This is an optimization exercise on Yosys and OpenROAD, whose aim is small area, a short achievable clock period and few clock cycles per item, not a production implementation. Only simulation tests tie the RTL to the original design; equivalence was not proved. Power is estimated from default activity; no workload was simulated.

## multicycle_alu
module multicycle_alu #(
  parameter int WIDTH         = 32,
  parameter bit SIGNED_MULDIV = 1'b1
) (
  input  logic               clk,
  input  logic               clr,
  input  logic               start,
  input  logic [alu_pkg::OP_BITS-1:0] CONTROL,
  input  logic [WIDTH-1:0]   A,
  input  logic [WIDTH-1:0]   B,
  output logic [WIDTH-1:0]   ZLO,
  output logic [WIDTH-1:0]   ZHI,
  output logic               busy,
  output logic               done,
  output logic               div_by_zero,
  output logic               illegal_op
);
  localparam logic [2:0] S_IDLE  = 3'd0;
  localparam logic [2:0] S_MUL   = 3'd1;
  localparam logic [2:0] S_DABS  = 3'd3;
  localparam logic [2:0] S_DNORM = 3'd4;
  localparam logic [2:0] S_DIV   = 3'd5;
  localparam logic [2:0] S_FIXQ  = 3'd6;
  localparam logic [2:0] S_FIXR  = 3'd7;
  logic [2:0]  state;
  logic [31:0] a_q, b_q;
  logic [11:0] op_q;
  logic        legal_q;
  logic        pend;
  logic [5:0]  cnt;
  logic        nq, nr;
  logic        seen;
  logic        xs_a, xs_hi, xs_sh, xs_lo, x_inv;   
  logic        c_one, c_two, c_neg, c_cin;
  logic        c_dbl, c_ff;    
  ...
Size: about 2700 cells after synthesis, about 170 flip-flops, roughly 150 I/O pins.
clock: 5.5 ns
lec_check: 0
abc_area: 1
cap_margin: 20
core_margin: 2
core_utilization: 40
slew_margin: 20
standard.sh (not shown) runs the stock make flow with config.mk's settings and CLKGATE_MAP_FILE= SYNTH_SCRIPT=/design/flow/synth_recipe.tcl, a recipe that flattens the netlist after the stock synthesis.
==> flow/flow/run.sh <==
#!/bin/bash
# The standard ORFS layout (the standard.sh, standard synthesis included),
# with one change: the port buffers are buf_1 cells instead of the larger
# delay buffers buffer_ports picks by default. Every port still gets its own
# buffer. make's full output goes to run_standard.log in this folder.
set -euo pipefail
bash standard.sh finish \
  "BUFFER_PORTS_ARGS=-buffer_cell sky130_fd_sc_hd__buf_1" \
  > run_standard.log 2>&1
The first run finished clean.
Testbench counts at the start, summed over its fixed seeds: cycles 39,530, ops 8,000.
Rerun with:
- SETUP_SLACK_MARGIN: unset -> 0.3
Sequential power barely changes.
Hold slack is better by 0.0031 ns.
Total power climbs by 1.8%.
Die area stays the same.
Sequential share of layout area shrinks by 0.17 points.
Rerun with:
- SETUP_SLACK_MARGIN: 0.3 -> 0.4
Wire length decreases by about 2%.
Global-route usage decreases by 0.96 points.
Non-clock buffer count came out lower by 33.
Sequential share of layout area climbs by 0.26 points.
Synthesized area is unchanged.
Sequential power is about the same.
Clock-buffer cell count decreases by 2.
Sequential cell count does not change.
Total power falls by 2.5%.
Rerun with:
- CORE_UTILIZATION: 40 -> 35
- SETUP_SLACK_MARGIN: 0.4 -> 0.2
Effect:
- The new run ran to the end with no violations
- non-clock buffer count climbs by 24
- wire length climbs by 4.7%
- cell area climbs by 1.6%
- count of clock-buffer cells in the layout drops by 2
- flip-flop and latch count stays the same
- worst setup slack got worse by 0.15 ns
- synthesized area stays the same
- cell count climbs by 3.1%
- global-route usage drops by 3.4 points
- die area climbs by 14%


Starting RTL as in the previous note.
==> flow/config.mk <==
export PLATFORM = sky130hd
export DESIGN_NAME = multicycle_alu
export DESIGN_NICKNAME = multicycle_alu
export VERILOG_FILES = /design/flow/design.v
export SDC_FILE = /design/flow/constraint.sdc
export NUM_CORES = 4
export LEC_CHECK = 0
export ABC_AREA = 1
export CAP_MARGIN = 20
export CORE_MARGIN = 2
export CORE_UTILIZATION = 45
export SETUP_SLACK_MARGIN = 0.4
export SLEW_MARGIN = 20
==> flow/constraint.sdc <==
create_clock -name core_clock -period 5.5 [get_ports {clk}]
set_input_delay 1.1000 -clock core_clock [delete_from_list [all_inputs] [get_ports {clk}]]
set_output_delay 1.1000 -clock core_clock [all_outputs]
set_load 0.01 [all_outputs]
Scripts as last shown in full above: flow/flow/run.sh
The baseline completed with no timing, DRC or antenna violations.
Testbench counts at the start, summed over its fixed seeds: cycles 39,530, ops 8,000.
Then changed:
CORE_UTILIZATION = 40   (was 45)
SETUP_SLACK_MARGIN = 0.2   (was 0.4)
Outcome: Synthesized cell count stays the same. Via count grows by about 0.75%. Global-route usage shrinks by 1.6 points.

[afterwards: timing with drivers on the ports]
The flow's constraints put no driver on any port. The routed layouts listed below were extracted and timed again, unchanged, in two steps.
Step 1: set_driving_cell puts a clkbuf_16 on clk and a buf_2 on each other input, an assumption about the parent block.
Step 2 adds t to the input delays and takes it off the output delays; t is the mean of the earliest and latest rising clock arrival at the registers after step 1. Input paths then give back, and output paths get back, about the clock's delay inside the block.
Three values: ideal ports, drivers, drivers and shift; two values: the first two.
| run | shift t [ns] | slack for setup (ns) | worst setup path at the end | worst register clock-pin slew, ns | worst slew at a driven data input, ns |
|---|---|---|---|---|---|
| the first run of note 1 | 0.567 | 0.154 / 0.154 / -0.127 | input to register | 0.08 / 0.08 | 0.04 |
| the second run of note 1 | 0.575 | 0.425 / 0.425 / -0.049 | input to register | 0.09 / 0.09 | 0.06 |
| the third run of note 1 | 0.572 | 0.501 / 0.527 / -0.040 | input to register | 0.09 / 0.09 | 0.04 |
| the fourth run of note 1 | 0.565 | 0.346 / 0.346 / -0.005 | input to register | 0.09 / 0.09 | 0.05 |
| the first run of note 2 | 0.520 | 0.197 / 0.217 / -0.303 | input to register | 0.09 / 0.09 | 0.06 |
| the second run of note 2 | 0.569 | 0.454 / 0.454 / -0.089 | input to register | 0.08 / 0.08 | 0.06 |
Met with ideal ports but missed after step 2: setup timing in every run listed. The setup slack of the second run of note 2, which loses most, moves by 0.000 ns with the drivers and by -0.543 ns with both steps.
